This is an optimization exercise on Yosys and OpenROAD, whose aim is small area, a short achievable clock period and few clock cycles per item, not a production implementation. In this exercise RTL edits were held to simulation tests only and were not proved equivalent to the original.

<file path="design.v">
package lpl_pkg;
   localparam int SAMPLE_W   = 16;
   localparam int GAIN_W     = 17;
   localparam int COEFF_W    = 16;
   localparam int CSR_IDX_W  = 3;
   localparam int CSR_DATA_W = 17;
   localparam logic [GAIN_W-1:0] GAIN_UNITY      = 17'd65536;
   localparam logic [GAIN_W-1:0] GAIN_NEAR_UNITY = 17'd65471;
   localparam logic [CSR_IDX_W-1:0] CSR_ENABLE    = 3'd0;
   localparam logic [CSR_IDX_W-1:0] CSR_THRESHOLD = 3'd1;
   localparam logic [CSR_IDX_W-1:0] CSR_ATTACK    = 3'd2;
   localparam logic [CSR_IDX_W-1:0] CSR_RELEASE   = 3'd3;
   localparam logic                  RST_ENABLE    = 1'b1;
   localparam logic [GAIN_W-1:0]     RST_THRESHOLD = 17'd65536;
   localparam logic [COEFF_W-1:0]    RST_ATTACK    = 16'd58982;
   localparam logic [COEFF_W-1:0]    RST_RELEASE   = 16'd65529;
endpackage
module lpl_ram #(
   parameter int WIDTH = 16,
   parameter int DEPTH = 64
) (
   input  logic             clock,
   input  logic             wr_en,
   input  logic [WIDTH-1:0] wr_data,
   output logic [WIDTH-1:0] rd_data
);
   logic [DEPTH-1:0][WIDTH-1:0] ring_ff;
   always_ff @(posedge clock) begin
      ring_ff <= {(wr_en ? wr_data : ring_ff[0]), ring_ff[DEPTH-1:1]};
   end
   assign rd_data = ring_ff[0];
endmodule
module lookahead_peak_limiter #(
   parameter int LOOKAHEAD_DEPTH = 64,
   parameter logic [15:0] DIV_CUT = 16'b0010_0100_1001_0010
) (
   input  logic                                  clock,
   input  logic                                  reset,
   input  logic                                  req_valid,
   output logic                                  req_ready,
   input  logic [lpl_pkg::SAMPLE_W:0]            req_data,
   output logic                                  rsp_valid,
   input  logic                                  rsp_ready,
   output logic [lpl_pkg::SAMPLE_W:0]            rsp_data,
   input  logic                                  csr_valid,
   output logic                                  csr_ready,
   input  logic [lpl_pkg::CSR_IDX_W-1:0]         csr_index,
   input  logic [lpl_pkg::CSR_DATA_W-1:0]        csr_wdata
);
   localparam int PTR_W = $clog2(LOOKAHEAD_DEPTH);
   localparam int SIDE_W = 21;    
   logic                                enable_ff;
   logic [lpl_pkg::GAIN_W-1:0]          thr_ff;
   logic [lpl_pkg::COEFF_W-1:0]         attack_ff;
   logic [lpl_pkg::COEFF_W-1:0]         release_ff;
   logic [lpl_pkg::GAIN_W-1:0]          gain_ff;
   logic                                seen_ff;
   logic [PTR_W:0]                      fill_ff;     
   logic [PTR_W-1:0]                    phase_ff;    
   logic                                sc_valid_ff, sc_bypass_ff, sc_active_ff;
   logic [7:0]                          sc_one_ff, sc_two_ff, sc_neg_ff;
   logic                                rsp_valid_ff;
   logic [lpl_pkg::SAMPLE_W:0]          rsp_data_ff;
   logic                                adv;
   logic                                csr_write;
   assign csr_ready = 1'b1;
   assign csr_write = csr_valid;
   assign rsp_valid = rsp_valid_ff;
   assign rsp_data  = rsp_data_ff;
   assign req_ready = adv;
   logic [16:0][15:0]       rem;
   logic [16:0][15:0]       quo;
   logic [16:0][SIDE_W-1:0] side;
   logic [15:0][14:0]       rem_out;
   logic [15:0] x_in, x_mag;
   assign x_in  = req_data[16:1];
   assign x_mag = x_in[15] ? 16'(-x_in) : x_in;
   assign rem[0]  = thr_ff[15:0];
   assign quo[0]  = '0;
   assign side[0] = {req_valid, !enable_ff, req_data[0], x_in[15],
                     ({x_mag, 1'b0} > thr_ff), x_mag};
   for (genvar j = 0; j < 16; j++) begin : g_div
      logic [15:0] mag_j;
      logic        ge_j;
      logic [15:0] diff_j;
      assign mag_j   = side[j][15:0];
      if (j == 0) begin : g_first
         logic [16:0] diff_0;
         assign diff_0 = {1'b0, rem[0]} + ({17{!x_in[15]}} ^ {x_in[15], x_in}) +
                         17'(!x_in[15]);
         assign ge_j   = !diff_0[16];
         assign diff_j = diff_0[15:0];
      end else begin : g_next
         assign ge_j   = (rem[j] >= mag_j);
         assign diff_j = rem[j] - mag_j;
      end
      assign rem_out[j] = ge_j ? diff_j[14:0] : rem[j][14:0];
      if (DIV_CUT[j]) begin : g_cut
         logic [14:0]       rem_ff;
         logic [15:0]       quo_ff;
         logic [SIDE_W-1:0] side_ff;
         always_ff @(posedge clock) begin
            if (adv) begin
               rem_ff  <= rem_out[j];
               quo_ff  <= (j == 15 && !side[j][16]) ? '0 : {quo[j][14:0], ge_j};
               side_ff <= side[j];
            end
            if (reset) begin
               side_ff[SIDE_W-1] <= 1'b0;
            end else if (adv) begin
               side_ff[SIDE_W-1] <= side[j][SIDE_W-1];
            end
         end
         assign rem[j+1]  = {rem_ff, 1'b0};
         assign quo[j+1]  = quo_ff;
         assign side[j+1] = side_ff;
      end else begin : g_comb
         assign rem[j+1]  = {rem_out[j], 1'b0};
         assign quo[j+1]  = {quo[j][14:0], ge_j};
         assign side[j+1] = side[j];
      end
   end
   logic                         pre_valid, pre_bypass, pre_active;
   logic [lpl_pkg::GAIN_W-1:0]   pre_target;
   logic [SIDE_W-1:0]            sm_side_ff;
   logic [lpl_pkg::GAIN_W-1:0]   sm_target_ff;
   logic signed [lpl_pkg::GAIN_W:0] sm_gap_ff;
   logic                         sm_falling_ff;
   logic [8:0]                   sm_one_ff, sm_two_ff, sm_neg_ff;
   logic                         sm_carry_ff;    
   logic                         sm_valid, sm_bypass, sm_last, sm_sign, sm_limited, sm_active;
   logic [15:0]                  sm_mag;
   logic [lpl_pkg::GAIN_W-1:0]   glide, gain_new;
   logic                         near_unity, snap;
   logic [15:0]                  sm_x;
   logic                         ring_ok, ring_wr;
   logic [15:0]                  ring_rd;
   logic                         filled;
   assign {pre_valid, pre_bypass} = side[16][SIDE_W-1:SIDE_W-2];
   assign pre_active = pre_valid && !pre_bypass;
   assign pre_target = side[16][16] ? {1'b0, quo[16]} : lpl_pkg::GAIN_UNITY;
   assign {sm_valid, sm_bypass, sm_last, sm_sign, sm_limited, sm_mag} = sm_side_ff;
   assign sm_active = sm_valid && !sm_bypass;
   assign sm_x = sm_sign ? 16'(-sm_mag) : sm_mag;
   function automatic logic [26:0] booth_ctl(input logic [15:0] c);
      logic [18:0] cx;
      logic [8:0]  one, two, neg;
      logic        b0, b1, b2;
      cx = {2'b00, c, 1'b0};
      for (int i = 0; i < 9; i++) begin
         b2 = cx[2*i+2];
         b1 = cx[2*i+1];
         b0 = cx[2*i];
         one[i] = b1 ^ b0;
         two[i] = (b2 & !b1 & !b0) | (!b2 & b1 & b0);
         neg[i] = b2 & !(b1 & b0);
      end
      booth_ctl = {one, two, neg};
   endfunction
   function automatic logic [16:0] inc17(input logic [16:0] x);
      for (int i = 0; i < 17; i++) begin
         inc17[i] = x[i] ^ ((x | ~(17'h1FFFF >> (17 - i))) == 17'h1FFFF);
      end
   endfunction
   function automatic logic [67:0] csa(input logic [33:0] x, input logic [33:0] y,
                                       input logic [33:0] z);
      csa = {x ^ y ^ z, ((x & y) | (x & z) | (y & z)) << 1};
   endfunction
   logic [18:0]      gap_x;
   logic [7:0][33:0] gap_row;
   logic [16:0]      round_w;
   logic [16:0]      base_hi;
   logic [33:0]      gap_base;
   logic [33:0]      sum_s, sum_c;
   assign gap_x = {sm_gap_ff[lpl_pkg::GAIN_W], sm_gap_ff};
   for (genvar i = 0; i < 8; i++) begin : g_gap_pp
      logic [18:0] sel, row;
      assign sel = sm_one_ff[i] ? gap_x : (sm_two_ff[i] ? {gap_x[17:0], 1'b0} : '0);
      assign row = sel ^ {19{sm_neg_ff[i]}};
      if (i == 0) begin : g_first
         assign gap_row[i] = {13'b1_0101_0101_0101, !row[18], row[18], row[18], row[17:0]};
      end else begin : g_next
         assign gap_row[i] = (34'({!row[18], row[17:0]}) << (2*i)) |
                             (34'(sm_neg_ff[i-1]) << (2*i-2));
      end
   end
   logic [16:0] gain_inc, target_inc;
   assign round_w    = {!sm_falling_ff && sm_neg_ff[7], !sm_falling_ff && !sm_neg_ff[7],
                        !(sm_falling_ff ^ sm_neg_ff[7]), {14{!sm_falling_ff}}};
   assign gain_inc   = inc17(gain_ff);
   assign target_inc = inc17(sm_target_ff);
   assign base_hi    = sm_one_ff[8] ? (sm_carry_ff ? gain_inc : gain_ff) :
                                      (sm_carry_ff ? target_inc : sm_target_ff);
   assign gap_base   = {1'b0, base_hi, round_w[15:0]};
   logic [67:0] l1a, l1b, l1c, l2a, l2b, l3a, l4a;
   assign l1a = csa(gap_row[0], gap_row[1], gap_row[2]);
   assign l1b = csa(gap_row[3], gap_row[4], gap_row[5]);
   assign l1c = csa(gap_row[6], gap_row[7], gap_base);
   assign l2a = csa(l1a[67:34], l1a[33:0], l1b[67:34]);
   assign l2b = csa(l1b[33:0], l1c[67:34], l1c[33:0]);
   assign l3a = csa(l2a[67:34], l2a[33:0], l2b[67:34]);
   assign l4a = csa(l3a[67:34], l3a[33:0], l2b[33:0]);
   assign sum_s = l4a[67:34];
   assign sum_c = l4a[33:0];
   localparam logic [33:0] NEAR_NEG = 34'(-(36'(lpl_pkg::GAIN_NEAR_UNITY) << 16));
   logic [33:0] sum_v, next_v, next_m1, near_v;
   logic [33:0] t_inv;
   logic [67:0] next_cs, m1_cs, near_cs;
   assign t_inv   = {~{1'b0, pre_target}, 16'b0};
   assign next_cs = csa(sum_s, sum_c, t_inv | 34'hFFFF);
   assign m1_cs   = csa(sum_s, sum_c, t_inv);
   assign near_cs = csa(sum_s, sum_c, NEAR_NEG);
   assign sum_v      = sum_s + sum_c;
   assign glide      = sum_v[32:16];
   assign near_v     = near_cs[67:34] + near_cs[33:0];
   assign near_unity = !near_v[33];
   assign snap       = !sm_falling_ff && near_unity;
   assign gain_new   = snap ? lpl_pkg::GAIN_UNITY : glide;
   logic signed [lpl_pkg::GAIN_W:0] gap_loop, gap_snap, gap_next;
   logic                            fall_loop, fall_snap, fall_next;
   assign next_v    = next_cs[67:34] + {next_cs[33:1], 1'b1};
   assign next_m1   = m1_cs[67:34] + m1_cs[33:0];
   assign gap_loop  = next_v[33:16];
   assign fall_loop = !next_m1[33];
   assign gap_snap  = $signed({2'b01, 16'b0}) - $signed({1'b0, pre_target});
   assign fall_snap = !pre_target[16];
   assign gap_next  = snap ? gap_snap : gap_loop;
   assign fall_next = snap ? fall_snap : fall_loop;
   logic [26:0] ctl_attack, ctl_release, ctl_next;
   assign ctl_attack  = booth_ctl(attack_ff);
   assign ctl_release = booth_ctl(release_ff);
   assign ctl_next    = fall_next ? ctl_attack : ctl_release;
   always_ff @(posedge clock) begin
      if (adv) begin
         sm_target_ff  <= pre_target;
         sm_side_ff[SIDE_W-2:0] <= side[16][SIDE_W-2:0];
         sm_gap_ff     <= gap_next;
         sm_falling_ff <= !pre_active || fall_next;
         {sm_one_ff, sm_two_ff, sm_neg_ff} <= pre_active ? ctl_next : (27'd1 << 26);
         sm_carry_ff   <= pre_active && !fall_next && ctl_next[7];
      end
      if (reset) begin
         sm_side_ff[SIDE_W-1] <= 1'b0;
      end else if (adv) begin
         sm_side_ff[SIDE_W-1] <= pre_valid;
      end
   end
   assign filled  = fill_ff[PTR_W];
   assign ring_ok = (fill_ff == '0) || (phase_ff == '0);
   assign ring_wr = adv && sm_valid && !sm_bypass;
   assign adv = (!rsp_valid_ff || rsp_ready) && !(sm_valid && !sm_bypass && !ring_ok);
   lpl_ram #(
      .WIDTH (lpl_pkg::SAMPLE_W),
      .DEPTH (LOOKAHEAD_DEPTH)
   ) u_delay (
      .clock   (clock),
      .wr_en   (ring_wr),
      .wr_data (sm_x),
      .rd_data (ring_rd)
   );
   always_ff @(posedge clock) begin
      if (reset) begin
         enable_ff  <= lpl_pkg::RST_ENABLE;
         thr_ff     <= lpl_pkg::RST_THRESHOLD;
         attack_ff  <= lpl_pkg::RST_ATTACK;
         release_ff <= lpl_pkg::RST_RELEASE;
         gain_ff    <= lpl_pkg::GAIN_UNITY;
         seen_ff    <= 1'b0;
         fill_ff    <= '0;
      end else begin
         if (ring_wr) begin
            gain_ff <= gain_new;
            seen_ff <= sm_last ? 1'b0 : (seen_ff || sm_limited);
            if (!filled) begin
               fill_ff <= fill_ff + 1'b1;
            end
         end
         if (csr_write) begin
            case (csr_index)
               lpl_pkg::CSR_ENABLE: begin
                  enable_ff <= csr_wdata[0];
                  if (!csr_wdata[0]) begin
                     gain_ff <= lpl_pkg::GAIN_UNITY;
                     seen_ff <= 1'b0;
                     fill_ff <= '0;
                  end
               end
               lpl_pkg::CSR_THRESHOLD: thr_ff     <= csr_wdata;
               lpl_pkg::CSR_ATTACK:    attack_ff  <= csr_wdata[lpl_pkg::COEFF_W-1:0];
               lpl_pkg::CSR_RELEASE:   release_ff <= csr_wdata[lpl_pkg::COEFF_W-1:0];
               default: begin
               end
            endcase
         end
      end
   end
   always_ff @(posedge clock) begin
      phase_ff <= ring_wr ? '0 : phase_ff + 1'b1;
   end
   logic signed [lpl_pkg::SAMPLE_W-1:0] old_sel;
   logic [16:0]                         old_x;
   logic [7:0]                          old_one, old_two, old_neg;
   assign old_sel = sm_bypass ? sm_x : (filled ? ring_rd : '0);
   assign old_x   = {old_sel, 1'b0};
   for (genvar i = 0; i < 8; i++) begin : g_old_ctl
      logic b0, b1, b2;
      assign b2         = old_x[2*i+2];
      assign b1         = old_x[2*i+1];
      assign b0         = old_x[2*i];
      assign old_one[i] = b1 ^ b0;
      assign old_two[i] = (b2 & !b1 & !b0) | (!b2 & b1 & b0);
      assign old_neg[i] = b2 & !(b1 & b0);
   end
   always_ff @(posedge clock) begin
      if (adv) begin
         sc_bypass_ff <= sm_bypass;
         sc_one_ff    <= old_one;
         sc_two_ff    <= old_two;
         sc_neg_ff    <= old_neg;
         sc_active_ff <= !sm_bypass && sm_last &&
                         (seen_ff || sm_limited || !near_unity);
      end
      if (reset) begin
         sc_valid_ff <= 1'b0;
      end else if (adv) begin
         sc_valid_ff <= sm_valid;
      end
   end
   localparam logic [31:0] SCALE_SIGN_FIX = 32'(-(
      (34'd1 << 18) + (34'd1 << 20) + (34'd1 << 22) + (34'd1 << 24) +
      (34'd1 << 26) + (34'd1 << 28) + (34'd1 << 30) + (34'd1 << 32)));
   logic [18:0]      gain_x;
   logic [7:0][18:0] scale_row;
   logic [31:0]      scale_prod;
   assign gain_x = sc_bypass_ff ? {2'b00, lpl_pkg::GAIN_UNITY} : {2'b00, gain_ff};
   for (genvar i = 0; i < 8; i++) begin : g_scale_pp
      logic [18:0] sel;
      assign sel          = sc_one_ff[i] ? gain_x : (sc_two_ff[i] ? {gain_x[17:0], 1'b0} : '0);
      assign scale_row[i] = sel ^ {19{sc_neg_ff[i]}};
   end
   always_comb begin
      scale_prod = SCALE_SIGN_FIX;
      for (int i = 0; i < 8; i++) begin
         scale_prod = scale_prod + (32'({!scale_row[i][18], scale_row[i][17:0]}) << (2*i)) +
                      (32'(sc_neg_ff[i]) << (2*i));
      end
   end
   always_ff @(posedge clock) begin
      if (adv) begin
         rsp_data_ff[16:1] <= scale_prod[31:16];
         rsp_data_ff[0]    <= sc_active_ff;
      end
      if (reset) begin
         rsp_valid_ff <= 1'b0;
      end else if (adv) begin
         rsp_valid_ff <= sc_valid_ff;
      end else if (rsp_ready) begin
         rsp_valid_ff <= 1'b0;
      end
   end
endmodule
</file>
<file path="run.sh">
#!/bin/bash
# synth_recipe.tcl (not shown) runs the flow's synth.tcl, then flattens the netlist and writes it again
# the make line also repeats each setting of config.mk as NAME=value (left out here)
make -C /OpenROAD-flow-scripts/flow DESIGN_CONFIG=/design/flow/config.mk WORK_HOME=/design/flow/orfs CLKGATE_MAP_FILE= SYNTH_SCRIPT=/design/flow/synth_recipe.tcl finish
</file>
<file path="config.mk">
export PLATFORM = sky130hd
export DESIGN_NAME = lookahead_peak_limiter
export DESIGN_NICKNAME = lookahead_peak_limiter
export VERILOG_FILES = /design/flow/design.v
export SDC_FILE = /design/flow/constraint.sdc
export NUM_CORES = 4
export LEC_CHECK = 0
export ABC_AREA = 1
export CAP_MARGIN = 20
export CORE_MARGIN = 2
export CORE_UTILIZATION = 40
export CTS_CLUSTER_DIAMETER = 100
export CTS_CLUSTER_SIZE = 20
export SETUP_SLACK_MARGIN = 1.2
export SLEW_MARGIN = 20
</file>
<file path="constraint.sdc">
create_clock -name core_clock -period 8.0 [get_ports {clock}]
set_input_delay 1.6000 -clock core_clock [delete_from_list [all_inputs] [get_ports {clock}]]
set_output_delay 1.6000 -clock core_clock [all_outputs]
set_load 0.01 [all_outputs]
</file>
==> results by group, run 1 <==
Outcome
  – Status: complete, no violations

Global route
  – GRT Residual Overflow: 0
  – Vias in the first global route: 48100
  – Largest net degree at the start of global routing: 142
  – First-pass GRT wire length: 265000 um
  – GRT Overall Usage: 18.3%
  – Initial antenna violation count: 1

Floorplanning
  – Die Wd: 425 um
  – Initial Utilization: 40.2%
  – Io pins: 62
  – # rows: 154
  – Die Area: 0.180 mm^2
  – Core area: 0.176 mm^2
  – Die height: 425 um

STA
  – Pins Over Slew Limit: 0
  – Final setup TNS: 0 ns
  – Unrepaired setup endpoints after global routing: false
  – Clk_skew: 0.0473 ns
  – Fin Hold WS: 0.303 ns
  – Slew margin rel.: 33.9%
  – Slew @ Worst Pin: 0.991 ns
  – Fin. Hold Viols: 0
  – Final Critical Period: 6.53 ns
  – Final period utilization: 81.6%
  – Final setup fails: 0
  – Fmax: 153 MHz

Worst setup path
  – R2R depth: 26
  – Worst Path Buf+Inv: 8
  – CP startpoint: sm_one_ff[0]
  – CP max stage delay: 0.60 ns
  – Startpoint types: register
  – FF-to-FF Start: sm_one_ff[0]
  – Critical path depth: 26
  – Arrival @ worst endpoint: 6.98 ns
  – CP endpoint kind: register
  – Critical path's top delay family: adder cells
  – Most frequent CP cell: fa_1
  – WP data required: 8.46 ns
  – CP max-delay cell: fa_1
  – Crit-path max FO: 12
  – Critical path class: reg2reg

Min path
  – Hold Path Origin: u_delay.ring_ff[79]
  – WHS Path Cells: 0
  – Worst hold path class: reg2reg

Yosys
  – Mapped Area: 0.0708 mm^2
  – Post-synth EDFFs: 340
  – Synth unique cells: 74
  – Yosys reg bits: 1453
  – Syn Inst Count: 7450
  – Syn. warnings: 2
  – Ys async rst share: 0%
  – Mean Syn Cell Area: 9.50 um^2
  – Seq/Total Area, Yosys: 45.9%
  – Syn_nets: 8284
  – Main synth FF type: dfxtp_1

Detailed routing
  – Via count: 48800
  – Detailed Routing Iterations Pass 1: 6
  – Initial DRC Count: 3593
  – Routed len/inst: 16.8 um
  – ANT nets after route: 0
  – DRC Markers: 0
  – Total Wirelength: 167000 um
  – Routed vias/inst: 4.94

Place
  – Port-buffer cells: 60
  – Placed inst area: 0.0739 mm^2
  – Placed Cells: 9722
  – DP Wirelength: 128000 um
  – GPL Wtd Cong: 0.949

Clock tree
  – Hold_buf cts: 0
  – CTS Buf Count: 90
  – Total clock sinks: 1453
  – Clock Path Buffers: 3
  – Clock-pin slew on the worst setup and hold paths: 0.08 ns
  – Htree depth: 3
  – Latest clock arrival within the worst-skew pair: 0.74 ns
  – CTS tree: yes
  – Root Driver: clkbuf_16

Flow run
  – Max-Cap Viols: 0

Layout
  – Final nets: 8343
  – Share of layout cells above drive strength 1: 6.21%
  – Layout fillers: 17000
  – Synthesis-to-layout area growth: 8.93%
  – Layout Cells excl Fill: 9893
  – Fin area: 0.0771 mm^2
  – Diodes inserted: 0
==> cells in the final DEF (no fill, tap or decap), drive strengths merged, types with 276 or more instances in the layout <==
master and n:
nand2 1212, a21oi 390, edfxtp 340, inv 1078
nor2 319, fa 276, o21ai 695, ha 516
dfxtp 1113, xor2 428
==> registers in the layout (all words and copies together), names as in the netlist, 18 cells and up <==
register / flops
g_div.g_cut.quo_ff: 40
g_div.g_cut.rem_ff: 75
g_div.g_cut.side_ff: 105
sm_gap_ff: 18
sm_side_ff: 21
u_delay.ring_ff: 1024
==> final timing paths <==
| path | endpoint | slack (ns) |
|---|---|---|
| setup / recovery | sm_gap_ff[14] | 1.47 |
| hold reg to reg | u_delay.ring_ff[63] | 0.30 |
| setup reg to reg | sm_gap_ff[14] | 1.47 |
| hold / removal | u_delay.ring_ff[63] | 0.30 |
==> routing by layer <==
metal / share of wire [%] / wire (um) / vias up / GRT usage, %
met3: 5.0 / 8380 / 228 / 2.45
met1: 48 / 80400 / 23100 / 26.1
met4: 2.4 / 3950 / 0 / 4.85
met5: 0 / 0 / - / 0
li1: - / - / 24400 / -
met2: 44 / 73900 / 1173 / 29.2
==> stage by stage <==
stage	util [%]	worst slack, ns
2_1_floorplan	-	1.32
3_3_place_gp	41.9	0.712
3_5_place_dp	41.9	0.807
4_1_cts	43.5	1.15
5_1_grt	43.8	1.17
6_report	43.8	1.47
==> what timing repair did <==
action | 4_1_cts | 5_1_grt
endpoints found under the hold margin | 0 | 0
gates cloned | 1 | 7
buffers inserted | 2 | 25
resized for setup | 9 | 71
pin swaps | 0 | 10
endpoints found under the setup margin | 36 | 98
==> Yosys cell counts, types with 39 or more instances <==
cell / count / share of area, %
nor2_1: 304 / 1.6
nand2_1: 1169 / 6.2
xnor2_1: 135 / 1.7
or2_2: 39 / 0.34
a21oi_1: 388 / 2.7
o22ai_1: 129 / 1.1
o21ai_2: 58 / 0.72
nand3_1: 253 / 1.8
dfxtp_1: 1113 / 31
o21ai_1: 84 / 0.59
xor2_1: 428 / 5.3
ha_1: 516 / 9.1
inv_1: 1052 / 5.6
edfxtp_1: 340 / 14
nor3_1: 57 / 0.40
o21ai_0: 552 / 3.9
clkbuf_1: 113 / 0.60
fa_1: 276 / 7.8
nand4_1: 42 / 0.37
==> cells by family after synthesis <==
logic type	share of synthesized area [%]
flip-flops	45.9
adder cells (fa/ha/maj)	16.9
AO/OA/AOI/OAI	11.1
other	0.00530
AND/OR/NAND/NOR	12.0
XOR/XNOR	6.96
buffers and inverters	7.09
==> area by class of cell <==
class / count / area [um^2] / area share [%]
clock buffers: 114 / 2350 / 3.05
clock inverters: 22 / 387 / 0.501
inverters: 1092 / 4190 / 5.43
multi-input cells: 4728 / 33500 / 43.5
flip-flops and latches: 1453 / 32500 / 42.1
well taps: 2340 / 2930 / 3.80
repair buffers: 138 / 1230 / 1.59
repair inverters: 6 / 40.0 / 0.0519
Testbench counts, summed over its fixed seeds: cycles 12,064, items 12,000.
==> inputs of run 2 (changes only) <==
--- a/config.mk
+++ b/config.mk
@@ -13,3 +13,4 @@
 export CTS_CLUSTER_SIZE = 20
 export SETUP_SLACK_MARGIN = 1.2
 export SLEW_MARGIN = 20
+export TNS_END_PERCENT = 20
==> run 2 against run 1 <==
Compared with the run above: setup slack improved by 0.035 ns; highest routed layer unchanged; sequential cell count is the same; area after synthesis is the same; via count about the same; largest cell class unchanged.
==> results by group, run 2 <==
Worst setup path
  – Critical path class: reg2reg
  – Critical path's top delay family: adder cells
  – Most frequent CP cell: nand2_1
  – WP data required: 8.46 ns
  – Startpoint types: register
  – Worst Path Buf+Inv: 8
  – CP max stage delay: 0.57 ns
  – Critical path depth: 32
  – CP max-delay cell: fa_1
  – CP endpoint kind: register
  – R2R depth: 32
  – Crit-path max FO: 12
  – Arrival @ worst endpoint: 6.96 ns

Yosys
  – Syn Inst Count: 7450
  – Area leader, netlist: dfxtp_1
  – Ys async rst share: 0%
  – Yosys reg bits: 1453
  – Syn. warnings: 2
  – Top-area cell type share of the netlist area: 31.5%
  – Syn_nets: 8284
  – Synth top area cells: dfxtp_1, edfxtp_1, ha_1
  – Main synth FF type: dfxtp_1
  – Mean Syn Cell Area: 9.50 um^2
  – Synth unique cells: 74
  – Post-synth EDFFs: 340
  – Top cells by count, synth: nand2_1, dfxtp_1, inv_1
  – Count leader, synth: nand2_1
  – Seq/Total Area, Yosys: 45.9%
  – Mapped Area: 0.0708 mm^2

Layout
  – Diodes inserted: 0
  – Register with the most flip-flops: u_delay.ring_ff
  – Most common cell after layout, fill and taps aside: nand2_1
  – Final nets: 8337
  – Max reg flops: 1024
  – Share of layout cells above drive strength 1: 6.08%
  – Synthesis-to-layout area growth: 8.84%
  – Biggest regs: u_delay.ring_ff: 1024 flops, g_div.g_cut.side_ff: 105 flops, g_div.g_cut.rem_ff: 75 flops
  – Layout fillers: 17000
  – Layout Utilization: 43.8%
  – Most frequent cells in the layout: nand2_1, dfxtp_1, inv_1

STA
  – Pins Over Slew Limit: 0
  – Fin. Hold Viols: 0
  – Final setup TNS: 0 ns
  – Unrepaired setup endpoints after global routing: true
  – Slew @ Worst Pin: 0.991 ns
  – Clk_skew: 0.0526 ns
  – Final setup fails: 0
  – Slew margin rel.: 33.9%
  – Fmax: 154 MHz
  – Fin Hold WS: 0.302 ns
  – Final Critical Period: 6.49 ns
  – Final period utilization: 81.2%

Clock tree
  – Clock-pin slew on the worst setup and hold paths: 0.09 ns
  – Latest clock arrival within the worst-skew pair: 0.74 ns
  – CTS Buf Count: 90
  – Clock Path Buffers: 3
  – Total clock sinks: 1453
  – CTS tree: yes
  – Root Driver: clkbuf_16
  – Htree depth: 3

Floorplanning
  – Core area: 0.176 mm^2
  – # rows: 154
  – Die height: 425 um
  – Initial Utilization: 40.2%
  – Die Wd: 425 um
  – Die Area: 0.180 mm^2
  – Io pins: 62

Global route
  – Largest net degree at the start of global routing: 142
  – GRT Overall Usage: 18.3%
  – GRT Residual Overflow: 0
  – First-pass GRT wire length: 264000 um
  – Vias in the first global route: 48100
  – Initial antenna violation count: 2

Detailed routing
  – ANT nets after route: 0
  – DRC Markers: 0
  – Routed vias/inst: 4.94
  – Via count: 48800
  – Detailed Routing Iterations Pass 1: 6
  – Routed len/inst: 16.8 um
  – Total Wirelength: 166000 um
  – Initial DRC Count: 3619

Place
  – DP Wirelength: 128000 um
  – GPL Wtd Cong: 0.949
  – Port-buffer cells: 60

Flow run
  – Max-Cap Viols: 0

Min path
  – Worst hold path class: reg2reg
  – WHS Path Cells: 0

Outcome
  – Status: complete, no violations
==> run 2: cell types whose count changed in the layout (fill, tap and decap cells not counted), moves of 2 or more <==
cell / before / now
o21ai_0: 547 / 545
buf_4: 72 / 66
ha_2: 6 / 3
ha_1: 509 / 512
o21ai_1: 86 / 88
==> run 2: per-stage QoR <==
| stage | instances | setup slack (ns) | area (um^2) |
|---|---|---|---|
| after floorplan | 7450 | 1.32 | 70800 |
| final | 9887 | 1.51 | 77100 |
| after global placement | 9722 | 0.712 | 73900 |
| after detailed placement | 9722 | 0.807 | 73900 |
| after global routing | 9887 | 1.13 | 77100 |
| after CTS | 9859 | 1.10 | 76600 |
==> run 2: worst paths after layout <==
path / startpoint / end / slack (ns)
max: sm_target_ff[1] / sm_gap_ff[4] / 1.51
min: u_delay.ring_ff[79] / u_delay.ring_ff[63] / 0.30
max reg2reg: sm_target_ff[1] / sm_gap_ff[4] / 1.51
min reg2reg: u_delay.ring_ff[79] / u_delay.ring_ff[63] / 0.30
==> run 2: area by class of cell <==
type                            count  area (um^2)  share of cell area (%)
Timing Repair inverter              6         40.0                  0.0520
Timing Repair Buffer              133         1200                    1.55
Clock inverter                     22          387                   0.502
Clock buffer                      114         2350                    3.05
Inverter                         1092         4190                    5.43
Multi-Input combinational cell   4727        33500                    43.5
Sequential cell                  1453        32500                    42.2
Tap cell                         2340         2930                    3.80
==> run 2: logic make-up after synthesis <==
group / after synthesis / share of synthesized area, %
AND/OR/NAND/NOR: 1981 / 12.0
XOR/XNOR: 563 / 6.96
flip-flops: 1453 / 45.9
other: 1 / 0.00530
AO/OA/AOI/OAI: 1389 / 11.1
adder cells (fa/ha/maj): 792 / 16.9
buffers and inverters: 1271 / 7.09
==> run 2: routing by layer <==
metal	part of all wire, %	track usage [%]	vias to the layer above
li1	-	-	24300
met1	48	26.1	23000
met2	44	29.2	1189
met3	5.1	2.46	233
met4	2.4	4.86	0
met5	0	0	-
==> run 2: repair_timing <==
item	CTS	global route
endpoints found under the setup margin	36	101
gates cloned	0	7
resized for setup	5	68
hold buffers	0	0
pin swaps	0	9
buffers inserted	1	21
==> run 2: worst reg2reg max path: cells and delay by family (launching register included) <==
kind | cells | cell delay (ns)
compound gates | 1 | 0.17
simple gates | 15 | 1.80
fa+ha+maj | 7 | 2.87
flops | 1 | 0.37
xor+xnor | 1 | 0.17
buf+inv | 8 | 0.86
==> inputs of run 3 (changes only) <==
--- a/config.mk
+++ b/config.mk
@@ -11,6 +11,6 @@
 export CORE_UTILIZATION = 40
 export CTS_CLUSTER_DIAMETER = 100
 export CTS_CLUSTER_SIZE = 20
-export SETUP_SLACK_MARGIN = 1.2
+export SETUP_SLACK_MARGIN = 1.5
 export SLEW_MARGIN = 20
 export TNS_END_PERCENT = 20
==> run 3 against run 2 <==
Compared with the run above: cell count is 0.77% higher; first-iteration DRC count is 3.2% lower; register-to-register slack better by 0.08 ns; area after synthesis stayed put; core utilization is 0.55 points higher; hold slack better by 0.0058 ns; global-route usage is 0.077 points lower; non-clock buffer count is 78 higher; sequential cell count stayed put; critical path type unchanged; largest cell class unchanged.
==> results by group, run 3 <==
Outcome
  – Status: complete, no violations

Clock tree
  – CTS Buf Count: 88
  – CTS tree: yes
  – Total clock sinks: 1453
  – Htree depth: 3
  – Hold_buf cts: 0
  – Latest clock arrival within the worst-skew pair: 0.71 ns
  – Clock-pin slew on the worst setup and hold paths: 0.09 ns
  – Root Driver: clkbuf_16
  – Clock Path Buffers: 3

Layout
  – Most common cell after layout, fill and taps aside: nand2_1
  – Share of layout cells above drive strength 1: 7.90%
  – Synthesis-to-layout area growth: 10.2%
  – Fin area: 0.0780 mm^2
  – Layout Cells excl Fill: 9963
  – Biggest regs: u_delay.ring_ff: 1024 flops, g_div.g_cut.side_ff: 105 flops, g_div.g_cut.rem_ff: 75 flops
  – Layout fillers: 17000
  – Final nets: 8411
  – Most frequent cells in the layout: nand2_1, dfxtp_1, inv_1
  – Register with the most flip-flops: u_delay.ring_ff
  – Layout Utilization: 44.3%
  – Max reg flops: 1024

Worst setup path
  – FF-to-FF Start: sm_one_ff[1]
  – CP max stage delay: 0.61 ns
  – CP max-delay cell: fa_1
  – WP data required: 8.46 ns
  – Critical path class: reg2reg
  – Startpoint types: register
  – Arrival @ worst endpoint: 6.87 ns
  – R2R setup slack: 1.59 ns
  – R2R depth: 29
  – Crit-path max FO: 24
  – CP endpoint kind: register
  – Reg2Reg Capture Point: sm_gap_ff[15]

STA
  – Final setup TNS: 0 ns
  – Clk_skew: 0.0272 ns
  – Unrepaired setup endpoints after global routing: true
  – Slew @ Worst Pin: 0.928 ns
  – Slew margin rel.: 37.8%
  – Final setup fails: 0
  – Final worst setup slack: 1.59 ns
  – Final Critical Period: 6.41 ns
  – Fmax: 156 MHz
  – Pins Over Slew Limit: 0
  – Final period utilization: 80.1%
  – Fin. Hold Viols: 0

Place
  – DP Wirelength: 128000 um
  – Post-place setup slack: 0.716 ns
  – Port-buffer cells: 60
  – Placed inst area: 0.0739 mm^2
  – GPL Wtd Cong: 0.947
  – Placed Cells: 9734

Yosys
  – Syn. warnings: 2
  – Mean Syn Cell Area: 9.50 um^2
  – Syn_nets: 8284
  – Top-area cell type share of the netlist area: 31.5%
  – Post-synth EDFFs: 340
  – Seq/Total Area, Yosys: 45.9%
  – Synth unique cells: 74
  – Top cells by count, synth: nand2_1, dfxtp_1, inv_1
  – Count leader, synth: nand2_1
  – Area leader, netlist: dfxtp_1
  – Synth top area cells: dfxtp_1, edfxtp_1, ha_1
  – Syn Inst Count: 7450
  – Yosys reg bits: 1453
  – Ys async rst share: 0%
  – Mapped Area: 0.0708 mm^2
  – Main synth FF type: dfxtp_1

Floorplanning
  – # rows: 154
  – Die Wd: 425 um
  – Die Area: 0.180 mm^2
  – Initial Utilization: 40.2%
  – Core area: 0.176 mm^2
  – Io pins: 62
  – Die height: 425 um

Detailed routing
  – Initial DRC Count: 3505
  – Detailed Routing Iterations Pass 1: 6
  – Via count: 48900
  – Routed len/inst: 16.7 um
  – ANT nets after route: 0
  – Total Wirelength: 167000 um
  – Routed vias/inst: 4.91
  – DRC Markers: 0

Min path
  – WHS Path Cells: 0
  – Worst hold path class: reg2reg
  – Hold Path Origin: u_delay.ring_ff[829]
  – Hold EP: u_delay.ring_ff[813]

Global route
  – GRT Residual Overflow: 0
  – Initial antenna violation count: 2
  – GRT Overall Usage: 18.2%
  – Vias in the first global route: 47700
  – Largest net degree at the start of global routing: 171
  – First-pass GRT wire length: 263000 um

Flow run
  – Max-Cap Viols: 0
==> run 3: cell count changes in the layout (fill, tap and decap cells not counted), moves of 10 or more <==
cell / previous run / this run
o21ai_0: 545 / 525
o21ai_1: 88 / 101
inv_1: 1041 / 1031
ha_1: 512 / 502
nand2_1: 1165 / 1149
nand2_2: 38 / 48
buf_4: 66 / 132
==> run 3: timing repair <==
item | in CTS | in global routing
buffers inserted | 8 | 77
pin swaps | 2 | 36
resized for setup | 61 | 151
cloned | 4 | 4
setup endpoints to repair | 68 | 121
==> run 3: how the worst max path moves through the flow <==
stage	start	endpoint	slack, ns	depth (start not counted)
floorplan	sm_neg_ff[3]	sm_one_ff[5]	2.11	28
global placement	sm_one_ff[0]	sm_gap_ff[7]	0.80	28
detailed placement	sm_one_ff[0]	sm_gap_ff[7]	0.72	28
CTS	sm_target_ff[0]	sm_gap_ff[7]	1.44	32
global route	sm_target_ff[0]	sm_gap_ff[15]	1.37	33
finish	sm_one_ff[1]	sm_gap_ff[15]	1.59	29
==> run 3: final cells by class <==
type | count | area (um^2) | area share, %
clock buffers | 117 | 2360 | 3.03
repair inverters | 4 | 22.5 | 0.0289
clock inverters | 18 | 279 | 0.358
inverters | 1092 | 4210 | 5.40
multi-input cells | 4727 | 33800 | 43.4
flip-flops and latches | 1453 | 32500 | 41.6
well taps | 2340 | 2930 | 3.75
diodes | 1 | 2.50 | 0.00321
repair buffers | 211 | 1900 | 2.44
==> run 3: worst max-delay path, delay by kind of cell, from the launching register on <==
family / cells / cell delay, ns
AO/OA/AOI/OAI: 2 / 0.24
XOR/XNOR: 2 / 0.25
adder cells (fa/ha/maj): 6 / 3.06
buffers and inverters: 8 / 0.81
flip-flops: 1 / 0.45
AND/OR/NAND/NOR: 11 / 1.35
==> run 3: cell families (layout without fill, tap and decap cells) <==
| family | count (synthesis) | count (layout) | synth area share, % |
|---|---|---|---|
| xor gates and xnor gates | 563 | 563 | 6.96 |
| DFF | 1453 | 1453 | 45.9 |
| AOI/OAI and AO/OA | 1389 | 1389 | 11.1 |
| buffers and inverters | 1271 | 1442 | 7.09 |
| other | 1 | 2 | 0.00530 |
| adders and majority gates | 792 | 792 | 16.9 |
| and+or+nand+nor | 1981 | 1982 | 12.0 |
==> run 3: routing by layer <==
layer / GRT usage, % / share of wire, % / up-vias
li1: - / - / 24500
met4: 4.43 / 2.0 / 0
met1: 26.1 / 48 / 23100
met5: 0 / 0 / -
met2: 29.1 / 45 / 1101
met3: 2.40 / 5.1 / 190
==> run 3: stage by stage <==
| step | hold WS (ns) |
|---|---|
| 2_1_floorplan | 0.310 |
| 5_1_grt | 0.317 |
| 3_5_place_dp | 0.312 |
| 6_report | 0.308 |
| 3_3_place_gp | 0.310 |
| 4_1_cts | 0.303 |
==> inputs of run 4 (changes only) <==
--- a/config.mk
+++ b/config.mk
@@ -6,11 +6,11 @@
 export NUM_CORES = 4
 export LEC_CHECK = 0
 export ABC_AREA = 1
-export CAP_MARGIN = 20
+export CAP_MARGIN = 10
 export CORE_MARGIN = 2
 export CORE_UTILIZATION = 40
 export CTS_CLUSTER_DIAMETER = 100
 export CTS_CLUSTER_SIZE = 20
-export SETUP_SLACK_MARGIN = 1.5
-export SLEW_MARGIN = 20
+export SETUP_SLACK_MARGIN = 1.3
+export SLEW_MARGIN = 10
 export TNS_END_PERCENT = 20
==> run 4 against run 3 <==
Compared with the run above: still clean on timing, DRC and antenna; synthesized cell count stayed put; clock skew increased by 0.023 ns; register-to-register slack lost 0.08 ns; die area unchanged; core utilization down 0.34 points; critical endpoint unchanged.
==> results by group, run 4 <==
Outcome
  – Status: complete, no violations

Worst setup path
  – FF-to-FF Start: sm_one_ff[0]
  – Reg2Reg Capture Point: sm_gap_ff[15]
  – WP data required: 8.48 ns
  – Startpoint types: register
  – R2R setup slack: 1.51 ns
  – Crit-path max FO: 6
  – Critical path class: reg2reg
  – CP startpoint: sm_one_ff[0]
  – R2R depth: 27
  – Arrival @ worst endpoint: 6.97 ns
  – CP Capture Point: sm_gap_ff[15]
  – CP endpoint kind: register

Floorplanning
  – Die height: 425 um
  – Die Wd: 425 um
  – Io pins: 62
  – Core area: 0.176 mm^2
  – Initial Utilization: 40.2%
  – Die Area: 0.180 mm^2
  – # rows: 154

Yosys
  – Ys async rst share: 0%
  – Area leader, netlist: dfxtp_1
  – Synth top area cells: dfxtp_1, edfxtp_1, ha_1
  – Main synth FF type: dfxtp_1
  – Yosys reg bits: 1453
  – Top-area cell type share of the netlist area: 31.5%
  – Mean Syn Cell Area: 9.50 um^2
  – Syn. warnings: 2
  – Mapped Area: 0.0708 mm^2
  – Count leader, synth: nand2_1
  – Seq/Total Area, Yosys: 45.9%
  – Top cells by count, synth: nand2_1, dfxtp_1, inv_1
  – Synth unique cells: 74
  – Syn_nets: 8284
  – Post-synth EDFFs: 340
  – Syn Inst Count: 7450

Detailed routing
  – Initial DRC Count: 3605
  – Routed len/inst: 16.9 um
  – Routed vias/inst: 4.93
  – Total Wirelength: 167000 um
  – ANT nets after route: 0
  – Detailed Routing Iterations Pass 1: 6
  – Via count: 48900
  – DRC Markers: 0

STA
  – Final period utilization: 81.2%
  – Final Critical Period: 6.49 ns
  – Fmax: 154 MHz
  – Fin. Hold Viols: 0
  – Final setup TNS: 0 ns
  – Clk_skew: 0.0497 ns
  – Pins Over Slew Limit: 0
  – Slew margin rel.: 33.9%
  – Final setup fails: 0
  – Unrepaired setup endpoints after global routing: true
  – Fin Hold WS: 0.302 ns
  – Slew @ Worst Pin: 0.991 ns

Clock tree
  – Total clock sinks: 1453
  – Latest clock arrival within the worst-skew pair: 0.74 ns
  – Root Driver: clkbuf_16
  – Clock Path Buffers: 3
  – Clock-pin slew on the worst setup and hold paths: 0.09 ns
  – Htree depth: 3
  – CTS Buf Count: 90
  – Hold_buf cts: 0
  – CTS tree: yes

Layout
  – Share of layout cells above drive strength 1: 6.71%
  – Layout Utilization: 44.0%
  – Max reg flops: 1024
  – Diodes inserted: 0
  – Most frequent cells in the layout: nand2_1, dfxtp_1, inv_1
  – Final nets: 8363
  – Register with the most flip-flops: u_delay.ring_ff
  – Synthesis-to-layout area growth: 9.36%
  – Most common cell after layout, fill and taps aside: nand2_1
  – Biggest regs: u_delay.ring_ff: 1024 flops, g_div.g_cut.side_ff: 105 flops, g_div.g_cut.rem_ff: 75 flops

Global route
  – GRT Residual Overflow: 0
  – First-pass GRT wire length: 265000 um
  – GRT Overall Usage: 18.3%
  – Initial antenna violation count: 1
  – Largest net degree at the start of global routing: 142
  – Vias in the first global route: 48100

Min path
  – Worst hold path class: reg2reg

Flow run
  – Max-Cap Viols: 0

Place
  – GPL Wtd Cong: 0.949
  – Port-buffer cells: 60
  – DP Wirelength: 128000 um
run 4: cell types whose count changed in the layout (fill, tap and decap cells not counted), moves of 10 or more:
cell | before | now
o21ai_1 | 101 | 91
buf_4 | 132 | 84
nand2_1 | 1149 | 1162
o21ai_0 | 525 | 541
run 4: routing by layer:
layer,up-vias,global-route usage [%],part of all wire [%]
met4,0,4.85,2.4
met5,-,0,0
met3,236,2.51,5.1
met1,23100,26.0,48
met2,1185,29.2,44
li1,24400,-,-
run 4: cells by family after synthesis:
group	share of synthesized area (%)
AO/OA/AOI/OAI	11.1
XOR/XNOR	6.96
adder cells (fa/ha/maj)	16.9
buffers and inverters	7.09
flip-flops	45.9
other	0.00530
AND/OR/NAND/NOR	12.0
run 4: stage by stage:
stage / cell area, um^2 / instances / setup slack, ns
after floorplan: 70800 / 7450 / 1.32
after global placement: 73900 / 9722 / 0.712
after detailed placement: 73900 / 9722 / 0.807
after CTS: 76700 / 9861 / 1.29
after global routing: 77400 / 9913 / 1.17
final: 77400 / 9913 / 1.51
run 4: final cells by class:
type                    count  area [um^2]
flip-flops and latches   1453        32500
clock inverters            22          387
well taps                2340         2930
inverters                1092         4200
clock buffers             114         2350
fillers                 17000        98700
multi-input cells        4728        33600
repair inverters            8         52.6
repair buffers            156         1440
run 4: worst min path at each step:
stage | startpoint | end | slack, ns | cells after the start
2_1_floorplan | u_delay.ring_ff[16] | u_delay.ring_ff[0] | 0.31 | 0
3_3_place_gp | u_delay.ring_ff[153] | u_delay.ring_ff[137] | 0.31 | 0
3_5_place_dp | u_delay.ring_ff[286] | u_delay.ring_ff[270] | 0.31 | 0
4_1_cts | u_delay.ring_ff[79] | u_delay.ring_ff[63] | 0.31 | 0
5_1_grt | u_delay.ring_ff[91] | u_delay.ring_ff[75] | 0.32 | 0
6_report | u_delay.ring_ff[79] | u_delay.ring_ff[63] | 0.30 | 0
run 4: timing repair:
item,CTS,global route
gates resized for setup,14,99
gates cloned,1,10
pin swaps,2,13
hold endpoints to repair,0,0
setup buffers,2,42
setup endpoints to repair,41,107
run 4: critical path, stage by stage, from the launching register on:
cell	delay, ns
edfxtp_1	0.43
clkinvlp_4	0.21
buf_4	0.18
o21ai_0	0.40
xor2_1	0.18
inv_1	0.07
fa_1	0.58
inv_1	0.09
fa_1	0.52
fa_1	0.55
inv_1	0.05
fa_1	0.54
ha_1	0.40
inv_1	0.06
ha_1	0.32
nand2_1	0.11
nor2_1	0.11
inv_1	0.06
nor3_1	0.51
nand3_1	0.16
nand3_1	0.20
nand2_1	0.08
nand2_1	0.13
nand2_1	0.06
nand2_1	0.07
xor2_1	0.06
nand2_1	0.06
nand2_1	0.05
==> inputs of run 5 (changes only) <==
--- a/design.v
+++ b/design.v
@@ -78,12 +78,12 @@
    assign rem[0]  = thr_ff[15:0];
    assign quo[0]  = '0;
    assign side[0] = {req_valid, !enable_ff, req_data[0], x_in[15],
-                     ({x_mag, 1'b0} > thr_ff), x_mag};
+                     ({x_mag, 1'b0} > thr_ff), ~x_mag};
    for (genvar j = 0; j < 16; j++) begin : g_div
-      logic [15:0] mag_j;
+      logic [15:0] mag_n_j;
       logic        ge_j;
       logic [15:0] diff_j;
-      assign mag_j   = side[j][15:0];
+      assign mag_n_j = side[j][15:0];    
       if (j == 0) begin : g_first
          logic [16:0] diff_0;
          assign diff_0 = {1'b0, rem[0]} + ({17{!x_in[15]}} ^ {x_in[15], x_in}) +
@@ -91,8 +91,10 @@
          assign ge_j   = !diff_0[16];
          assign diff_j = diff_0[15:0];
       end else begin : g_next
-         assign ge_j   = (rem[j] >= mag_j);
-         assign diff_j = rem[j] - mag_j;
+         logic [16:0] diff_f;
+         assign diff_f = {1'b0, rem[j]} + {1'b1, mag_n_j} + 17'd1;
+         assign ge_j   = !diff_f[16];
+         assign diff_j = diff_f[15:0];
       end
       assign rem_out[j] = ge_j ? diff_j[14:0] : rem[j][14:0];
       if (DIV_CUT[j]) begin : g_cut
@@ -129,7 +131,7 @@
    logic [8:0]                   sm_one_ff, sm_two_ff, sm_neg_ff;
    logic                         sm_carry_ff;    
    logic                         sm_valid, sm_bypass, sm_last, sm_sign, sm_limited, sm_active;
-   logic [15:0]                  sm_mag;
+   logic [15:0]                  sm_mag_n;
    logic [lpl_pkg::GAIN_W-1:0]   glide, gain_new;
    logic                         near_unity, snap;
    logic [15:0]                  sm_x;
@@ -139,9 +141,9 @@
    assign {pre_valid, pre_bypass} = side[16][SIDE_W-1:SIDE_W-2];
    assign pre_active = pre_valid && !pre_bypass;
    assign pre_target = side[16][16] ? {1'b0, quo[16]} : lpl_pkg::GAIN_UNITY;
-   assign {sm_valid, sm_bypass, sm_last, sm_sign, sm_limited, sm_mag} = sm_side_ff;
+   assign {sm_valid, sm_bypass, sm_last, sm_sign, sm_limited, sm_mag_n} = sm_side_ff;
    assign sm_active = sm_valid && !sm_bypass;
-   assign sm_x = sm_sign ? 16'(-sm_mag) : sm_mag;
+   assign sm_x = sm_sign ? 16'(sm_mag_n + 1'b1) : ~sm_mag_n;
    function automatic logic [26:0] booth_ctl(input logic [15:0] c);
       logic [18:0] cx;
       logic [8:0]  one, two, neg;
--- a/config.mk
+++ b/config.mk
@@ -6,11 +6,11 @@
 export NUM_CORES = 4
 export LEC_CHECK = 0
 export ABC_AREA = 1
-export CAP_MARGIN = 10
+export CAP_MARGIN = 20
 export CORE_MARGIN = 2
 export CORE_UTILIZATION = 40
 export CTS_CLUSTER_DIAMETER = 100
 export CTS_CLUSTER_SIZE = 20
-export SETUP_SLACK_MARGIN = 1.3
-export SLEW_MARGIN = 10
+export SETUP_SLACK_MARGIN = 1.5
+export SLEW_MARGIN = 20
 export TNS_END_PERCENT = 20
==> run 5 against run 4 <==
Compared with the run above: global-route usage up 0.59 points; setup slack worse by 0.021 ns; still clean; die area down 2.8%; count of clock-buffer cells in the layout down 7; critical path type unchanged.
==> results by group, run 5 <==
Outcome
  – Status: complete, no violations

Floorplanning
  – Initial Utilization: 40.2%
  – Die Area: 0.175 mm^2
  – Core area: 0.171 mm^2
  – Io pins: 62
  – # rows: 152
  – Die Wd: 419 um
  – Die height: 419 um

STA
  – Final setup fails: 0
  – Fin. Hold Viols: 0
  – Slew @ Worst Pin: 1.11 ns
  – Final setup TNS: 0 ns
  – Fin Hold WS: 0.281 ns
  – Pins Over Slew Limit: 0
  – Clk_skew: 0.123 ns
  – Slew margin rel.: 25.1%
  – Final period utilization: 81.4%
  – Unrepaired setup endpoints after global routing: true
  – Final Critical Period: 6.51 ns
  – Fmax: 153 MHz

Layout
  – Synthesis-to-layout area growth: 10.5%
  – Most frequent cells in the layout: dfxtp_1, nand2_1, inv_1
  – Biggest regs: u_delay.ring_ff: 1024 flops, g_div.g_cut.side_ff: 105 flops, g_div.g_cut.rem_ff: 75 flops
  – Fin area: 0.0761 mm^2
  – Max reg flops: 1024
  – Layout fillers: 16300
  – Share of layout cells above drive strength 1: 6.77%
  – Register with the most flip-flops: u_delay.ring_ff
  – Final nets: 8073
  – Most common cell after layout, fill and taps aside: dfxtp_1

Yosys
  – Post-Synth Simple-Gate Area: 11.1%
  – Seq/Total Area, Yosys: 47.2%
  – Synth top area cells: dfxtp_1, edfxtp_1, ha_1
  – Largest family of logic cells by synthesized area: adder cells
  – Synth unique cells: 67
  – Post-synth EDFFs: 340
  – Count leader, synth: dfxtp_1
  – Syn_nets: 7936
  – Mapped Area: 0.0688 mm^2
  – Ys async rst share: 0%
  – Post-synthesis xor/xnor area fraction: 6.92%
  – Top-area cell type share of the netlist area: 32.4%
  – Mux contribution to synthesized area: 0%
  – Top cells by count, synth: dfxtp_1, nand2_1, inv_1
  – Yosys reg bits: 1453
  – Syn. warnings: 2
  – Adder-cell share of the synthesized area: 17.3%
  – Mean Syn Cell Area: 9.68 um^2
  – Syn Inst Count: 7108
  – Synth Area in Compound Gates: 11.1%
  – Area leader, netlist: dfxtp_1
  – Main synth FF type: dfxtp_1

Clock tree
  – Latest clock arrival within the worst-skew pair: 0.80 ns
  – Total clock sinks: 1453
  – Clock Path Buffers: 3
  – Clock-pin slew on the worst setup and hold paths: 0.09 ns
  – Hold_buf cts: 0
  – Htree depth: 3
  – Root Driver: clkbuf_16
  – CTS tree: yes
  – CTS Buf Count: 89

Place
  – DP Wirelength: 126000 um
  – GPL Wtd Cong: 0.930
  – Placed inst area: 0.0720 mm^2
  – Port-buffer cells: 60

Global route
  – Vias in the first global route: 46300
  – Largest net degree at the start of global routing: 154
  – GRT Overall Usage: 18.9%
  – GRT Residual Overflow: 0
  – First-pass GRT wire length: 262000 um
  – Initial antenna violation count: 0

Worst setup path
  – Arrival @ worst endpoint: 7.02 ns
  – CP endpoint kind: register
  – Crit-path max FO: 14
  – Startpoint types: register
  – Critical path class: reg2reg
  – R2R setup slack: 1.49 ns
  – WP data required: 8.50 ns

Detailed routing
  – Detailed Routing Iterations Pass 1: 6
  – Routed len/inst: 17.4 um
  – Initial DRC Count: 3151
  – DRC Markers: 0
  – ANT nets after route: 0
  – Routed vias/inst: 4.95
  – Total Wirelength: 167000 um
  – Via count: 47500

Min path
  – Worst hold path class: reg2reg

Flow run
  – Max-Cap Viols: 0
-- run 5: cell count changes in the layout (fill, tap and decap cells not counted), moves of 25 or more --
cell,delta
inv_1,-144
nand2_1,-111
o21ai_0,+62
buf_4,+48
o21ai_2,-41
nor2_1,+29
o21ai_1,-26
a21oi_1,-25
xnor2_1,-25
-- run 5: final timing paths --
check,start,end,cells after the start
setup / recovery,sm_gap_ff[12],sm_one_ff[4],27
hold / removal,u_delay.ring_ff[546],u_delay.ring_ff[530],0
setup reg to reg,sm_gap_ff[12],sm_one_ff[4],27
hold reg to reg,u_delay.ring_ff[546],u_delay.ring_ff[530],0
-- run 5: metrics by stage --
step,setup WS [ns],instances,util [%]
floorplan,1.72,7108,-
global placement,0.871,9368,42.0
detailed placement,0.852,9368,42.0
CTS,1.38,9547,44.0
global route,1.22,9591,44.4
finish,1.49,9592,44.4
-- run 5: what timing repair did --
action | CTS | global route
gates resized for setup | 60 | 94
buffers inserted | 44 | 39
cloned | 8 | 5
pin swaps | 5 | 13
endpoints found under the setup margin | 109 | 154
-- run 5: logic make-up after synthesis --
kind of cell,count (synthesis)
compound gates,1377
buf+inv,1124
simple gates,1823
fa+ha+maj,786
flops,1453
other cells,1
xor+xnor,544
-- run 5: layer usage --
layer	global-route usage, %	vias to the layer above	wire [um]
met5	0	-	0
met1	26.2	22700	78200
met2	30.8	1034	76400
met3	2.55	238	7770
li1	-	23500	-
met4	5.53	0	4770
-- run 5: area by class of cell --
type	instances	area [um^2]	share of cell area (%)
repair buffers	205	1830	2.40
repair inverters	10	70.1	0.0921
clock buffers	107	2300	3.03
well taps	2310	2890	3.80
flip-flops and latches	1453	32500	42.7
inverters	952	3690	4.86
clock inverters	20	389	0.512
diodes	1	2.50	0.00329
multi-input cells	4534	32400	42.6
-- run 5: worst max-delay path, stage by stage (launching register included) --
cell and delay (ns):
edfxtp_1 0.54, clkinvlp_4 0.28, buf_4 0.21, o21ai_0 0.14
o21ai_0 0.14, xor2_1 0.18, fa_1 0.56, inv_1 0.06
fa_2 0.50, fa_1 0.57, inv_1 0.06, fa_2 0.62
ha_2 0.22, fa_1 0.45, a21o_1 0.19, a21oi_2 0.14
nor2_1 0.06, nor2_1 0.11, nand3_2 0.14, nand3_2 0.12
nand2_1 0.07, nand2_2 0.11, nand3_4 0.16, nand3_4 0.14
nand2_4 0.10, buf_6 0.16, o21ai_0 0.16, nor2_1 0.06
Testbench counts of run 5, summed over its fixed seeds: cycles 12,064, items 12,000.
==> inputs of run 6 (changes only) <==
--- a/config.mk
+++ b/config.mk
@@ -11,6 +11,6 @@
 export CORE_UTILIZATION = 40
 export CTS_CLUSTER_DIAMETER = 100
 export CTS_CLUSTER_SIZE = 20
-export SETUP_SLACK_MARGIN = 1.5
+export SETUP_SLACK_MARGIN = 1.2
 export SLEW_MARGIN = 20
 export TNS_END_PERCENT = 20
==> run 6 against run 5 <==
Compared with the run above: global-route usage down 0.19 points; clock skew is essentially flat; highest routed layer unchanged; hold slack worse by 0.0074 ns; largest cell class unchanged; first-iteration DRC count grew 7.0%.
==> results by group, run 6 <==
Clock tree
  – Hold_buf cts: 0
  – CTS tree: yes
  – Root Driver: clkbuf_16
  – Htree depth: 3
  – CTS Buf Count: 89
  – Clock-pin slew on the worst setup and hold paths: 0.09 ns
  – Latest clock arrival within the worst-skew pair: 0.80 ns
  – Total clock sinks: 1453
  – Clock Path Buffers: 3

Floorplanning
  – Initial Utilization: 40.2%
  – Die Area: 0.175 mm^2
  – # rows: 152
  – Core area: 0.171 mm^2
  – Die height: 419 um
  – Die Wd: 419 um
  – Io pins: 62

Yosys
  – Top-area cell type share of the netlist area: 32.4%
  – Syn. warnings: 2
  – Main synth FF type: dfxtp_1
  – Yosys reg bits: 1453
  – Seq/Total Area, Yosys: 47.2%
  – Count leader, synth: dfxtp_1
  – Synth top area cells: dfxtp_1, edfxtp_1, ha_1
  – Post-synth EDFFs: 340
  – Mapped Area: 0.0688 mm^2
  – Area leader, netlist: dfxtp_1
  – Syn Inst Count: 7108
  – Ys async rst share: 0%
  – Synth unique cells: 67
  – Syn_nets: 7936
  – Mean Syn Cell Area: 9.68 um^2
  – Top cells by count, synth: dfxtp_1, nand2_1, inv_1

Detailed routing
  – ANT nets after route: 0
  – Via count: 47400
  – Initial DRC Count: 3370
  – Routed len/inst: 17.4 um
  – Detailed Routing Iterations Pass 1: 6
  – DRC Markers: 0
  – Routed vias/inst: 4.95
  – Total Wirelength: 167000 um

Global route
  – GRT Residual Overflow: 0
  – Largest net degree at the start of global routing: 154
  – Initial antenna violation count: 1
  – Vias in the first global route: 46000
  – First-pass GRT wire length: 259000 um
  – GRT Overall Usage: 18.7%

Worst setup path
  – CP endpoint kind: register
  – Arrival @ worst endpoint: 7.11 ns
  – Startpoint types: register
  – CP max stage delay: 0.63 ns
  – Crit-path max FO: 14
  – WP data required: 8.50 ns
  – Critical path class: reg2reg
  – CP max-delay cell: fa_2
  – Most frequent CP cell: inv_1

STA
  – Pins Over Slew Limit: 0
  – Fmax: 151 MHz
  – Slew margin rel.: 27.5%
  – Clk_skew: 0.123 ns
  – Final period utilization: 82.6%
  – Slew @ Worst Pin: 1.09 ns
  – Final setup TNS: 0 ns
  – Final worst setup slack: 1.39 ns
  – Fin. Hold Viols: 0
  – Final Critical Period: 6.61 ns
  – Final setup fails: 0
  – Unrepaired setup endpoints after global routing: true

Place
  – DP Wirelength: 126000 um
  – Port-buffer cells: 60
  – Post-place setup slack: 0.852 ns
  – GPL Wtd Cong: 0.930

Layout
  – Footprint of the multi-input gates: 0.0322 mm^2
  – Final nets: 8061
  – Synthesis-to-layout area growth: 10.0%
  – Max reg flops: 1024
  – FF+latch area: 0.0325 mm^2
  – Share of layout cells above drive strength 1: 6.05%
  – Most frequent cells in the layout: dfxtp_1, nand2_1, inv_1
  – Most common cell after layout, fill and taps aside: dfxtp_1
  – Biggest regs: u_delay.ring_ff: 1024 flops, g_div.g_cut.side_ff: 105 flops, g_div.g_cut.rem_ff: 75 flops
  – Register with the most flip-flops: u_delay.ring_ff
  – Layout fillers: 16300

Min path
  – Worst hold path class: reg2reg

Flow run
  – Max-Cap Viols: 0

Outcome
  – Status: complete, no violations
run 6: path summary, 6_finish.rpt:
check | start | to | slack (ns) | cells after the start
worst min register to register | u_delay.ring_ff[978] | u_delay.ring_ff[962] | 0.27 | 0
worst min-delay path | u_delay.ring_ff[978] | u_delay.ring_ff[962] | 0.27 | 0
worst max register to register | sm_gap_ff[8] | sm_one_ff[4] | 1.39 | 27
worst max-delay path | sm_gap_ff[8] | sm_one_ff[4] | 1.39 | 27
run 6: cell type report:
type	instances	share of cell area [%]
timing repair inverter	9	0.0859
tap	2310	3.82
antenna	1	0.00330
inverter	952	4.85
multi-input combinational	4534	42.5
clock buffer	107	3.04
clock inverter	20	0.514
sequential	1453	42.9
timing repair buffer	194	2.23
run 6: through the flow:
| step | cell area, um^2 | util, % | std cells | hold WS (ns) |
|---|---|---|---|---|
| floorplan | 68800 | - | 7108 | 0.310 |
| global placement | 72000 | 42.0 | 9368 | 0.310 |
| detailed placement | 72000 | 42.0 | 9368 | 0.312 |
| CTS | 74900 | 43.7 | 9505 | 0.266 |
| global route | 75700 | 44.2 | 9579 | 0.277 |
| finish | 75700 | 44.2 | 9580 | 0.273 |
run 6: cell families after synthesis:
group | share of synthesized area (%)
AOI/OAI and AO/OA | 11.1
adders and majority gates | 17.3
DFF | 47.2
and+or+nand+nor | 11.1
other | 0.00545
buffers and inverters | 6.34
xor gates and xnor gates | 6.92
run 6: what timing repair did:
action	in CTS	in global routing
setup buffers	8	64
cloned	2	10
resized for setup	13	74
pin swaps	3	9
endpoints found under the setup margin	58	132
run 6: worst max-delay path: cells and delay by family (launching register included):
family	cells	cell delay (ns)
xor gates and xnor gates	1	0.14
DFF	1	0.52
adders and majority gates	6	3.11
and+or+nand+nor	5	0.58
buffers and inverters	9	1.09
AOI/OAI and AO/OA	6	0.85
run 6: per-layer routing:
layer  vias to the layer above  global-route usage, %  share of wire (%)
met1                     22600                   26.0                 47
met3                       229                   2.32                4.6
met2                      1048                   30.5                 46
li1                      23500                      -                  -
met5                         -                      0                  0
met4                         0                   5.60                2.8

[afterwards: timing with drivers on the ports]
The results above use ideal ports. As a check the final layouts listed here were re-extracted and re-timed, cells and wires unchanged.
Step 1: set_driving_cell puts a clkbuf_16 on clock and a buf_2 on each other input, an assumption about the parent block.
Step 2 adds t to the input delays and takes it off the output delays; t is the mean of the earliest and latest rising clock arrival at the registers after step 1. Input paths then give back, and output paths get back, about the clock's delay inside the block.
Slacks: no drivers / after step 1 / after step 2; pairs: no drivers / after step 1.
| run | t (ns) | slack for setup (ns) | worst hold slack (ns) | worst setup path at the end | worst register clock-pin slew, ns |
|---|---|---|---|---|---|
| run 1 | 0.794 | 1.472 / 1.472 / 1.246 | 0.303 / 0.303 / 0.303 | input to register | 0.09 / 0.09 |
| run 2 | 0.795 | 1.507 / 1.507 / 1.270 | 0.302 / 0.302 / 0.302 | input to register | 0.09 / 0.09 |
| run 3 | 0.775 | 1.590 / 1.590 / 1.065 | 0.308 / 0.308 / 0.308 | input to register | 0.09 / 0.09 |
| run 4 | 0.794 | 1.506 / 1.506 / 1.253 | 0.302 / 0.302 / 0.302 | input to register | 0.09 / 0.09 |
| run 5 | 0.823 | 1.485 / 1.485 / 1.284 | 0.281 / 0.281 / 0.281 | input to register | 0.09 / 0.09 |
| run 6 | 0.830 | 1.394 / 1.394 / 1.025 | 0.273 / 0.273 / 0.273 | input to register | 0.09 / 0.09 |
After both steps every run listed still meets setup and hold. The setup slack of run 3, which loses most, moves by 0.000 ns with the drivers and by -0.525 ns with both steps.
